Context: an optimization exercise on an open-source flow, tuned for small area. The choices shown serve that exercise and are no tape-out recipe. Only simulation tests tie the RTL to the original design; equivalence was not proved. No activity file was given, so power comes from the tool's default toggle rates.

==> wip/willow <==
## dft_bin_acc
module dft_bin_acc
#(
    parameter int N      = 256,
    parameter int PH_LAT = 6,
    parameter int ACC_W  = dft_pkg::ACC_W_DEF
) (
    input  logic                     CK,
    input  logic                     RST,
    input  logic                     START,
    input  logic signed [dft_pkg::PH_W-1:0]   cos0,
    input  logic signed [dft_pkg::PH_W-1:0]   sin0,
    input  logic signed [dft_pkg::PH_W-1:0]   cos1,
    input  logic signed [dft_pkg::PH_W-1:0]   sin1,
    output logic [dft_pkg::ADDR_W-1:0]        smp_addr,
    input  logic signed [dft_pkg::SMP_W-1:0]  smp_data,
    output logic signed [ACC_W-1:0]  re0,
    output logic signed [ACC_W-1:0]  im0,
    output logic signed [ACC_W-1:0]  re1,
    output logic signed [ACC_W-1:0]  im1,
    output logic                     busy,
    output logic                     done
);
    localparam int AW = dft_pkg::AW;
    localparam int NC = dft_pkg::NC;
    logic [8:0] cnt;
    logic       busy_r;
    logic       last;
    logic       en;       
    logic       first;    
    always_ff @(posedge CK or posedge RST) begin
        if (RST)        cnt <= '0;
        else if (START) cnt <= 9'd508;
        else            cnt <= cnt + 9'd1;
    end
    assign last = cnt[8] & ~cnt[7] & cnt[0];
    always_ff @(posedge CK or posedge RST) begin
        if (RST) begin
            busy_r <= 1'b0;
            en     <= 1'b0;
            first  <= 1'b0;
        end else begin
            busy_r <= START | (busy_r & ~last);
            en     <= ~START & busy_r & ~cnt[8];
            first  <= ~START & busy_r & (cnt == 9'd0);
        end
    end
    assign busy     = busy_r;
    assign done     = busy_r & last & ~START;
    assign smp_addr = cnt;
    logic [17:0] xg;
    assign xg = smp_data & {18{en}};
    logic [AW-1:0] a_re0, a_im0, a_re1, a_im1;
  ...
==> module dft_bin_acc, before the edit <==
module dft_bin_acc
#(
    parameter int N      = 256,
    parameter int PH_LAT = 6,
    parameter int ACC_W  = dft_pkg::ACC_W_DEF
) (
    input  logic                     CK,
    input  logic                     RST,
    input  logic                     START,
    input  logic signed [dft_pkg::PH_W-1:0]   cos0,
    input  logic signed [dft_pkg::PH_W-1:0]   sin0,
    input  logic signed [dft_pkg::PH_W-1:0]   cos1,
    input  logic signed [dft_pkg::PH_W-1:0]   sin1,
    output logic [dft_pkg::ADDR_W-1:0]        smp_addr,
    input  logic signed [dft_pkg::SMP_W-1:0]  smp_data,
    output logic signed [ACC_W-1:0]  re0,
    output logic signed [ACC_W-1:0]  im0,
    output logic signed [ACC_W-1:0]  re1,
    output logic signed [ACC_W-1:0]  im1,
    output logic                     busy,
    output logic                     done
);
    localparam int AW = dft_pkg::AW;
    localparam int NC = dft_pkg::NC;
    logic [8:0] cnt;
    logic       busy_r;
    logic       last;
    logic       en;       
    logic       first;    
    always_ff @(posedge CK or posedge RST) begin
        if (RST)        cnt <= '0;
        else if (START) cnt <= 9'd508;
        else            cnt <= cnt + 9'd1;
    end
    assign last = cnt[8] & ~cnt[7] & cnt[0];
    always_ff @(posedge CK or posedge RST) begin
        if (RST) begin
            busy_r <= 1'b0;
            en     <= 1'b0;
            first  <= 1'b0;
        end else begin
            busy_r <= START | (busy_r & ~last);
            en     <= ~START & busy_r & ~cnt[8];
            first  <= ~START & busy_r & (cnt == 9'd0);
        end
    end
    assign busy     = busy_r;
    assign done     = busy_r & last & ~START;
    assign smp_addr = cnt;
    logic [17:0] xg;
    assign xg = smp_data & {18{en}};
    logic [AW-1:0] a_re0, a_im0, a_re1, a_im1;
    logic [AW-1:0] n_re0, n_im0, n_re1, n_im1;
    logic [NC-1:0] p_re0, p_im0, p_re1, p_im1;
    logic [NC-1:0] q_re0, q_im0, q_re1, q_im1;
    logic [AW-1:0] fbm;       
    logic [NC-1:0] pcm;
    assign fbm = {AW{~first}};
    assign pcm = {NC{~first}};
    cplx_mac #(.NEG(1'b0)) u_re0 (.x(xg), .c(cos0), .en(en), .fb((a_re0 & fbm) | (dft_pkg::FB_INIT & ~fbm)), .pc_in(p_re0 & pcm), .acc_nxt(n_re0), .pc_out(q_re0));
    cplx_mac #(.NEG(1'b1)) u_im0 (.x(xg), .c(sin0), .en(en), .fb((a_im0 & fbm) | (dft_pkg::FB_INIT & ~fbm)), .pc_in(p_im0 & pcm), .acc_nxt(n_im0), .pc_out(q_im0));
    cplx_mac #(.NEG(1'b0)) u_re1 (.x(xg), .c(cos1), .en(en), .fb((a_re1 & fbm) | (dft_pkg::FB_INIT & ~fbm)), .pc_in(p_re1 & pcm), .acc_nxt(n_re1), .pc_out(q_re1));
    cplx_mac #(.NEG(1'b1)) u_im1 (.x(xg), .c(sin1), .en(en), .fb((a_im1 & fbm) | (dft_pkg::FB_INIT & ~fbm)), .pc_in(p_im1 & pcm), .acc_nxt(n_im1), .pc_out(q_im1));
    always_ff @(posedge CK or posedge RST) begin
        if (RST) begin
            a_re0 <= '0; a_im0 <= '0; a_re1 <= '0; a_im1 <= '0;
            p_re0 <= '0; p_im0 <= '0; p_re1 <= '0; p_im1 <= '0;
        end else begin
            a_re0 <= n_re0; a_im0 <= n_im0; a_re1 <= n_re1; a_im1 <= n_im1;
            p_re0 <= q_re0; p_im0 <= q_im0; p_re1 <= q_re1; p_im1 <= q_im1;
        end
    end
    acc_res u_o_re0 (.r(a_re0), .pc(p_re0), .y(re0));
    acc_res u_o_im0 (.r(a_im0), .pc(p_im0), .y(im0));
    acc_res u_o_re1 (.r(a_re1), .pc(p_re1), .y(re1));
    acc_res u_o_im1 (.r(a_im1), .pc(p_im1), .y(im1));
endmodule
export LEC_CHECK = 0
export CAP_MARGIN = 5
export CORE_MARGIN = 2
export CORE_UTILIZATION = 75
export GPL_TIMING_DRIVEN = 0
export PLACE_DENSITY = 0.85
export SETUP_SLACK_MARGIN = 0.2
export SLEW_MARGIN = 5
create_clock -name core_clock -period 11.0 [get_ports {CK}]
standard.sh (not shown) runs the stock make flow with config.mk's settings and CLKGATE_MAP_FILE= SYNTH_SCRIPT=/design/flow/synth_recipe.tcl, a recipe that flattens the netlist after the stock synthesis.
==> flow/flow/run.sh <==
#!/bin/bash
# Standard layout, with an area-oriented synthesis: the standard flow's synthesis script
# with Yosys synth's generic "abc -fast" skipped (so the hand-built adder
# cells survive to extract_fa) and the final ABC mapping done with
# flow/abc_area.script instead of ORFS's delay-oriented script. Ports get
# the smallest buffer cell; no buffers for pass-through wires from synthesis
# (the port buffers replace them); a clock tree without dummy loads.
set -euo pipefail
W=$(pwd)
{
  echo 'proc synth {args} { if {[lsearch $args fine:] >= 0} { yosys synth -nofsm -noshare -noabc {*}$args } else { yosys synth -nofsm -noshare {*}$args } }'
  echo "proc abc {args} { set i [lsearch \$args -script]; if {\$i >= 0} { lset args [expr {\$i + 1}] $W/flow/abc_area.script }; yosys abc {*}\$args }"
  tail -n +2 synth_recipe.tcl
} > my_synth.tcl
sed "s#SYNTH_SCRIPT=[^ ]*#SYNTH_SCRIPT=$W/my_synth.tcl#" standard.sh > my_standard.sh
export BUFFER_PORTS_ARGS="-buffer_cell sky130_fd_sc_hd__buf_1"
export SYNTH_INSBUF=0
# Clock tree from small clock buffers, without dummy balancing loads.
export CTS_ARGS="-sink_clustering_enable -repair_clock_nets -buf_list sky130_fd_sc_hd__clkbuf_16 -dont_use_dummy_load"
bash my_standard.sh > flow.log 2>&1
==> flow/flow/abc_area.script <==
&get -n
&st
&dch
&nf -a
&put
topo
==> wip/pepper (differences from wip/willow) <==
- CORE_UTILIZATION: 75 -> 65
- PLACE_DENSITY: 0.85 -> default
==> wip/zinc (differences from wip/willow) <==
--- a/flow/design.v
+++ b/flow/design.v
@@ -1358,10 +1358,9 @@
     logic       last;
     logic       en;       
     logic       first;    
-    always_ff @(posedge CK or posedge RST) begin
-        if (RST)        cnt <= '0;
-        else if (START) cnt <= 9'd508;
-        else            cnt <= cnt + 9'd1;
+    always_ff @(posedge CK) begin
+        if (START) cnt <= 9'd508;
+        else       cnt <= cnt + 9'd1;
     end
     assign last = cnt[8] & ~cnt[7] & cnt[0];
     always_ff @(posedge CK or posedge RST) begin
--- a/flow/flow/run.sh
+++ b/flow/flow/run.sh
@@ -4,7 +4,7 @@
 # cells survive to extract_fa) and the final ABC mapping done with
 # flow/abc_area.script instead of ORFS's delay-oriented script. Ports get
 # the smallest buffer cell; no buffers for pass-through wires from synthesis
-# (the port buffers replace them); a clock tree without dummy loads.
+# (the port buffers replace them); a clock tree of small buffers.
 set -euo pipefail
 W=$(pwd)
 {
@@ -16,5 +16,5 @@
 export BUFFER_PORTS_ARGS="-buffer_cell sky130_fd_sc_hd__buf_1"
 export SYNTH_INSBUF=0
 # Clock tree from small clock buffers, without dummy balancing loads.
-export CTS_ARGS="-sink_clustering_enable -repair_clock_nets -buf_list sky130_fd_sc_hd__clkbuf_16 -dont_use_dummy_load"
+export CTS_ARGS="-buf_list sky130_fd_sc_hd__clkbuf_8 -dont_use_dummy_load"
 bash my_standard.sh > flow.log 2>&1
- SETUP_SLACK_MARGIN: 0.2 -> default
==> impl_results.md <==
* Register area share after synthesis at 0.140
* Setup Skew at 19.0 ps
* Status: no timing/DRC/antenna violations
* Critical R2R Capture: a_re0[15]
* Buffer share of cell area at 0.0469
* Pre-CTS setup slack at -215 ps
* Post-DP HPWL at 73.8 mm
* Worst Tran Pin Value at 1400 ps
* Non-clock buffer count at 338
* Fin util at 0.831
* Clk tree area frac at 0.00619
* Fin Hold WS at 506 ps
* WL met3 at 14.8 mm
Source of the figures above: wip/zinc

==> impl_results.md <==
* Status: no timing/DRC/antenna violations
* Pre-CTS setup slack at -292 ps
* Critical R2R Capture: a_re0[27]
* Fin util at 0.837
* Clk tree area frac at 0.0112
* Fraction of area in multi-input gates at 0.790
* WL met3 at 15.5 mm
* Post-DP HPWL at 74.6 mm
* Register area share after synthesis at 0.141
* Setup Skew at 21.6 ps
* Diodes inserted at 1
* Worst Tran Pin Value at 1330 ps
Source of the figures above: wip/willow

==> impl_results.md <==
* Clk tree area frac at 0.0111
* Fin util at 0.728
* Non-clock buffer count at 344
* Status: no timing/DRC/antenna violations
* Buffer share of cell area at 0.0504
* Fraction of area in registers at 0.128
* WL met3 at 12.7 mm
* Fin Hold WS at 516 ps
* Pre-CTS setup slack at -332 ps
* Post-DP HPWL at 74.4 mm
* Worst Tran Pin Value at 1420 ps
* DRT iter0 DRCs at 3040
* Critical R2R Capture: a_im0[27]
Source of the figures above: wip/pepper


========
==> v18 <==
dft_bin_acc, a different RTL version from the one above (not shown whole).
## dft_bin_acc
module dft_bin_acc
#(
    parameter int N      = 256,
    parameter int PH_LAT = 6,
    parameter int ACC_W  = dft_pkg::ACC_W_DEF
) (
    input  logic                     CK,
    input  logic                     RST,
    input  logic                     START,
    input  logic signed [dft_pkg::PH_W-1:0]   cos0,
    input  logic signed [dft_pkg::PH_W-1:0]   sin0,
    input  logic signed [dft_pkg::PH_W-1:0]   cos1,
    input  logic signed [dft_pkg::PH_W-1:0]   sin1,
    output logic [dft_pkg::ADDR_W-1:0]        smp_addr,
    input  logic signed [dft_pkg::SMP_W-1:0]  smp_data,
    output logic signed [ACC_W-1:0]  re0,
    output logic signed [ACC_W-1:0]  im0,
    output logic signed [ACC_W-1:0]  re1,
    output logic signed [ACC_W-1:0]  im1,
    output logic                     busy,
    output logic                     done
);
clock: 11.0 ns
lec_check: 0
cap_margin: 20
core_margin: 2
core_utilization: 40
slew_margin: 20
==> flow/flow/run.sh <==
#!/bin/bash
# Standard layout, with an area-oriented synthesis: the standard flow's synthesis script
# with Yosys synth's generic "abc -fast" skipped (so the hand-built adder
# cells survive to extract_fa) and the final ABC mapping done with
# flow/abc_area.script instead of ORFS's delay-oriented script.
set -euo pipefail
W=$(pwd)
{
  echo 'proc synth {args} { if {[lsearch $args fine:] >= 0} { yosys synth -nofsm -noshare -noabc {*}$args } else { yosys synth -nofsm -noshare {*}$args } }'
  echo "proc abc {args} { set i [lsearch \$args -script]; if {\$i >= 0} { lset args [expr {\$i + 1}] $W/flow/abc_area.script }; yosys abc {*}\$args }"
  tail -n +2 synth_recipe.tcl
} > my_synth.tcl
sed "s#SYNTH_SCRIPT=[^ ]*#SYNTH_SCRIPT=$W/my_synth.tcl#" standard.sh > my_standard.sh
bash my_standard.sh > flow.log 2>&1
Scripts as last shown in full above: flow/flow/abc_area.script
==> inputs of v35, as changes to v18 <==
==> flow/run.sh (new file) <==
#!/bin/bash
# synth_recipe.tcl (not shown) runs the flow's synth.tcl, then flattens the netlist and writes it again
# the make line also repeats each setting of config.mk as NAME=value (left out here)
make -C /OpenROAD-flow-scripts/flow DESIGN_CONFIG=/design/flow/config.mk WORK_HOME=/design/flow/orfs CLKGATE_MAP_FILE= SYNTH_SCRIPT=/design/flow/synth_recipe.tcl finish
removed: flow/flow/run.sh
removed: flow/flow/abc_area.script
removed: flow/standard.sh
==> metrics.md <==
| Metric | Value |
|---|---|
| Worst slew margin relative to its limit | 0.151 |
| CP most frequent cell | fa_1 |
| Top library cells by usage in the layout, fill and taps aside | inv_1, fa_1, a21oi_1 |
| Worst EP required | about 11 ns |
| Clk. pwr | 742 uW |
| Clk pwr share | 0.048 |
| Power density of the placed cells | about 270 nW/um^2 |
| Outcome | finished clean |
| First-pass GRT wire length | 329000 um |
| Hold Worst Slack | 0.554 ns |
| Wire length reported by the detailed router | 222000 um |
| Multiplexer share of the synthesized area | 0.000999 |
| Violation count after the first detailed-routing iteration | approximately 7300 |
[end of results for v35]
==> metrics.md <==
| Metric | Value |
|---|---|
| Worst EP required | 11.47 ns |
| Violation count after the first detailed-routing iteration | 2172 |
| Clk pwr share | 0.044 |
| CP most frequent cell | fa_2 |
| Power density of the placed cells | about 390 nW/um^2 |
| Top library cells by usage in the layout, fill and taps aside | o22ai_1, fa_1, xnor2_1 |
| Worst slew margin relative to its limit | 0.226 |
| Multiplexer share of the synthesized area | 0.000280 |
| Hold Worst Slack | between 0.5 and 0.6 ns |
| Outcome | finished clean |
| Clk. pwr | about 730 uW |
[end of results for v18]

========
==> inputs of trial 21 <==
dft_bin_acc with an RTL version that a note above also has.
==> flow/design.v (excerpt) <==
module dft_bin_acc
#(
    parameter int N      = 256,
    parameter int PH_LAT = 6,
    parameter int ACC_W  = dft_pkg::ACC_W_DEF
) (
    input  logic                     CK,
    input  logic                     RST,
    input  logic                     START,
    input  logic signed [dft_pkg::PH_W-1:0]   cos0,
    input  logic signed [dft_pkg::PH_W-1:0]   sin0,
    input  logic signed [dft_pkg::PH_W-1:0]   cos1,
    input  logic signed [dft_pkg::PH_W-1:0]   sin1,
    output logic [dft_pkg::ADDR_W-1:0]        smp_addr,
    input  logic signed [dft_pkg::SMP_W-1:0]  smp_data,
    output logic signed [ACC_W-1:0]  re0,
    output logic signed [ACC_W-1:0]  im0,
    output logic signed [ACC_W-1:0]  re1,
    output logic signed [ACC_W-1:0]  im1,
    output logic                     busy,
    output logic                     done
);
    localparam int AW = dft_pkg::AW;
    localparam int NC = dft_pkg::NC;
    logic [8:0] cnt;
    logic       busy_r;
    logic       last;
    logic       en;       
    logic       first;    
    always_ff @(posedge CK) begin
        if (START) cnt <= 9'd508;
        else       cnt <= cnt + 9'd1;
    end
    assign last = cnt[8] & ~cnt[7] & cnt[0];
    always_ff @(posedge CK or posedge RST) begin
        if (RST) begin
            busy_r <= 1'b0;
            en     <= 1'b0;
            first  <= 1'b0;
        end else begin
            busy_r <= START | (busy_r & ~last);
            en     <= ~START & busy_r & ~cnt[8];
            first  <= ~START & busy_r & (cnt == 9'd0);
        end
    end
    assign busy     = busy_r;
    assign done     = busy_r & last & ~START;
    assign smp_addr = cnt;
    logic [17:0] xg;
    assign xg = smp_data & {18{en}};
  ...
==> module dft_bin_acc, before the edit <==
module dft_bin_acc
#(
    parameter int N      = 256,
    parameter int PH_LAT = 6,
    parameter int ACC_W  = dft_pkg::ACC_W_DEF
) (
    input  logic                     CK,
    input  logic                     RST,
    input  logic                     START,
    input  logic signed [dft_pkg::PH_W-1:0]   cos0,
    input  logic signed [dft_pkg::PH_W-1:0]   sin0,
    input  logic signed [dft_pkg::PH_W-1:0]   cos1,
    input  logic signed [dft_pkg::PH_W-1:0]   sin1,
    output logic [dft_pkg::ADDR_W-1:0]        smp_addr,
    input  logic signed [dft_pkg::SMP_W-1:0]  smp_data,
    output logic signed [ACC_W-1:0]  re0,
    output logic signed [ACC_W-1:0]  im0,
    output logic signed [ACC_W-1:0]  re1,
    output logic signed [ACC_W-1:0]  im1,
    output logic                     busy,
    output logic                     done
);
    localparam int AW = dft_pkg::AW;
    localparam int NC = dft_pkg::NC;
    logic [8:0] cnt;
    logic       busy_r;
    logic       last;
    logic       en;       
    logic       first;    
    always_ff @(posedge CK) begin
        if (START) cnt <= 9'd508;
        else       cnt <= cnt + 9'd1;
    end
    assign last = cnt[8] & ~cnt[7] & cnt[0];
    always_ff @(posedge CK or posedge RST) begin
        if (RST) begin
            busy_r <= 1'b0;
            en     <= 1'b0;
            first  <= 1'b0;
        end else begin
            busy_r <= START | (busy_r & ~last);
            en     <= ~START & busy_r & ~cnt[8];
            first  <= ~START & busy_r & (cnt == 9'd0);
        end
    end
    assign busy     = busy_r;
    assign done     = busy_r & last & ~START;
    assign smp_addr = cnt;
    logic [17:0] xg;
    assign xg = smp_data & {18{en}};
    logic [AW-1:0] a_re0, a_im0, a_re1, a_im1;
    logic [AW-1:0] n_re0, n_im0, n_re1, n_im1;
    logic [NC-1:0] p_re0, p_im0, p_re1, p_im1;
    logic [NC-1:0] q_re0, q_im0, q_re1, q_im1;
    logic [AW-1:0] fbm;       
    logic [NC-1:0] pcm;
    assign fbm = {AW{~first}};
    assign pcm = {NC{~first}};
    cplx_mac #(.NEG(1'b0)) u_re0 (.x(xg), .c(cos0), .en(en), .fb((a_re0 & fbm) | (dft_pkg::FB_INIT & ~fbm)), .pc_in(p_re0 & pcm), .acc_nxt(n_re0), .pc_out(q_re0));
    cplx_mac #(.NEG(1'b1)) u_im0 (.x(xg), .c(sin0), .en(en), .fb((a_im0 & fbm) | (dft_pkg::FB_INIT & ~fbm)), .pc_in(p_im0 & pcm), .acc_nxt(n_im0), .pc_out(q_im0));
    cplx_mac #(.NEG(1'b0)) u_re1 (.x(xg), .c(cos1), .en(en), .fb((a_re1 & fbm) | (dft_pkg::FB_INIT & ~fbm)), .pc_in(p_re1 & pcm), .acc_nxt(n_re1), .pc_out(q_re1));
    cplx_mac #(.NEG(1'b1)) u_im1 (.x(xg), .c(sin1), .en(en), .fb((a_im1 & fbm) | (dft_pkg::FB_INIT & ~fbm)), .pc_in(p_im1 & pcm), .acc_nxt(n_im1), .pc_out(q_im1));
    always_ff @(posedge CK or posedge RST) begin
        if (RST) begin
            a_re0 <= '0; a_im0 <= '0; a_re1 <= '0; a_im1 <= '0;
            p_re0 <= '0; p_im0 <= '0; p_re1 <= '0; p_im1 <= '0;
        end else begin
            a_re0 <= n_re0; a_im0 <= n_im0; a_re1 <= n_re1; a_im1 <= n_im1;
            p_re0 <= q_re0; p_im0 <= q_im0; p_re1 <= q_re1; p_im1 <= q_im1;
        end
    end
    acc_res u_o_re0 (.r(a_re0), .pc(p_re0), .y(re0));
    acc_res u_o_im0 (.r(a_im0), .pc(p_im0), .y(im0));
    acc_res u_o_re1 (.r(a_re1), .pc(p_re1), .y(re1));
    acc_res u_o_im1 (.r(a_im1), .pc(p_im1), .y(im1));
endmodule
Settings: LEC_CHECK=0, CAP_MARGIN=5, CORE_MARGIN=2, CORE_UTILIZATION=65, GPL_TIMING_DRIVEN=0, SLEW_MARGIN=5; clock period 11.0 ns.
==> flow/flow/run.sh <==
#!/bin/bash
# Standard layout, with an area-oriented synthesis: the standard flow's synthesis script
# with Yosys synth's generic "abc -fast" skipped (so the hand-built adder
# cells survive to extract_fa) and the final ABC mapping done with
# flow/abc_area.script instead of ORFS's delay-oriented script. Ports get
# the smallest buffer cell.
set -euo pipefail
W=$(pwd)
{
  echo 'proc synth {args} { if {[lsearch $args fine:] >= 0} { yosys synth -nofsm -noshare -noabc {*}$args } else { yosys synth -nofsm -noshare {*}$args } }'
  echo "proc abc {args} { set i [lsearch \$args -script]; if {\$i >= 0} { lset args [expr {\$i + 1}] $W/flow/abc_area.script }; yosys abc {*}\$args }"
  tail -n +2 synth_recipe.tcl
} > my_synth.tcl
sed "s#SYNTH_SCRIPT=[^ ]*#SYNTH_SCRIPT=$W/my_synth.tcl#" standard.sh > my_standard.sh
export BUFFER_PORTS_ARGS="-buffer_cell sky130_fd_sc_hd__buf_1"
export SYNTH_INSBUF=0
bash my_standard.sh > flow.log 2>&1
==> flow/flow/abc_area.script <==
&get -n
&st
&dch
&nf -a
&put
topo
==> inputs of build 53, as changes to trial 21 <==
--- a/flow/design.v
+++ b/flow/design.v
@@ -1358,9 +1358,10 @@
     logic       last;
     logic       en;       
     logic       first;    
-    always_ff @(posedge CK) begin
-        if (START) cnt <= 9'd508;
-        else       cnt <= cnt + 9'd1;
+    always_ff @(posedge CK or posedge RST) begin
+        if (RST)        cnt <= '0;
+        else if (START) cnt <= 9'd508;
+        else            cnt <= cnt + 9'd1;
     end
     assign last = cnt[8] & ~cnt[7] & cnt[0];
     always_ff @(posedge CK or posedge RST) begin
--- a/flow/flow/run.sh
+++ b/flow/flow/run.sh
@@ -3,7 +3,8 @@
 # with Yosys synth's generic "abc -fast" skipped (so the hand-built adder
 # cells survive to extract_fa) and the final ABC mapping done with
 # flow/abc_area.script instead of ORFS's delay-oriented script. Ports get
-# the smallest buffer cell.
+# the smallest buffer cell; no buffers for pass-through wires from synthesis
+# (the port buffers replace them); a clock tree of clkbuf_8 leaves under a clkbuf_16 root, without dummy loads.
 set -euo pipefail
 W=$(pwd)
 {
@@ -14,4 +15,6 @@
 sed "s#SYNTH_SCRIPT=[^ ]*#SYNTH_SCRIPT=$W/my_synth.tcl#" standard.sh > my_standard.sh
 export BUFFER_PORTS_ARGS="-buffer_cell sky130_fd_sc_hd__buf_1"
 export SYNTH_INSBUF=0
+# Clock tree from small clock buffers, without dummy balancing loads.
+export CTS_ARGS='-sink_clustering_enable -repair_clock_nets -root_buf sky130_fd_sc_hd__clkbuf_16 -sink_clustering_size 10 -buf_list sky130_fd_sc_hd__clkbuf_8 -dont_use_dummy_load'
 bash my_standard.sh > flow.log 2>&1
Settings changed: CORE_UTILIZATION 65 to 75, PLACE_DENSITY set to 0.85, SETUP_SLACK_MARGIN set to 0.2.
==> inputs of trial 14, as changes to trial 21 <==
--- a/flow/flow/run.sh
+++ b/flow/flow/run.sh
@@ -3,7 +3,8 @@
 # with Yosys synth's generic "abc -fast" skipped (so the hand-built adder
 # cells survive to extract_fa) and the final ABC mapping done with
 # flow/abc_area.script instead of ORFS's delay-oriented script. Ports get
-# the smallest buffer cell.
+# the smallest buffer cell; no buffers for pass-through wires from synthesis
+# (the port buffers replace them); a clock tree of small buffers.
 set -euo pipefail
 W=$(pwd)
 {
@@ -14,4 +15,6 @@
 sed "s#SYNTH_SCRIPT=[^ ]*#SYNTH_SCRIPT=$W/my_synth.tcl#" standard.sh > my_standard.sh
 export BUFFER_PORTS_ARGS="-buffer_cell sky130_fd_sc_hd__buf_1"
 export SYNTH_INSBUF=0
+# Clock tree from small clock buffers, without dummy balancing loads.
+export CTS_ARGS="-buf_list sky130_fd_sc_hd__clkbuf_16 -dont_use_dummy_load"
 bash my_standard.sh > flow.log 2>&1
Settings changed: CORE_UTILIZATION 65 to 75, PLACE_DENSITY set to 0.85.
==> notes <==
- The lowest core utilization belongs to trial 21, the highest to trial 14.
- The highest register-to-register slack belongs to trial 21, the lowest to trial 14.
- Cell area: trial 21 is larger than build 53 (1.5%).
- In build 53 the clock-buffer cell count is lower than in trial 21, by 1.
- Clock power: build 53 < trial 14 < trial 21.
- The lowest clock skew belongs to trial 21, the highest to build 53.

[afterwards: timing with drivers on the ports]
No port has a modelled driver above. Below, the same layouts with a new extraction and two added sets of constraints. Step 1 assumes that a clkbuf_16 drives the clock port and a buf_2 every other input. Step 2 also shifts input and output timing later by t, the mid clock arrival at the registers, as if the neighbouring blocks saw the same clock. Three values: ideal, step 1, step 2; two values: the first two.
run	t, ns	slack for setup (ns)	clock arrival spread, ns	worst slew at a driven data input, ns	pins driven straight from the clock port
wip/willow	0.585	0.363 / 0.388 / -0.197	0.023 / 0.024	0.07	1
wip/pepper	0.586	0.316 / 0.358 / -0.228	0.034 / 0.034	0.07	1
wip/zinc	0.669	0.344 / 0.382 / -0.287	0.023 / 0.024	0.08	1
v18	0.589	0.607 / 0.622 / 0.033	0.028 / 0.028	0.08	1
v35	0.653	0.612 / 0.612 / -0.040	0.045 / 0.045	0.22	1
trial 21	0.589	0.363 / 0.398 / -0.192	0.014 / 0.013	0.09	1
build 53	0.546	0.426 / 0.467 / -0.079	0.038 / 0.038	0.07	1
trial 14	0.577	0.209 / 0.252 / -0.324	0.016 / 0.017	0.08	1
With both steps, setup timing fails in 7 of these runs, where it was met with ideal ports. The setup slack of v35, which loses most, moves by 0.000 ns with the drivers and by -0.652 ns with both steps.
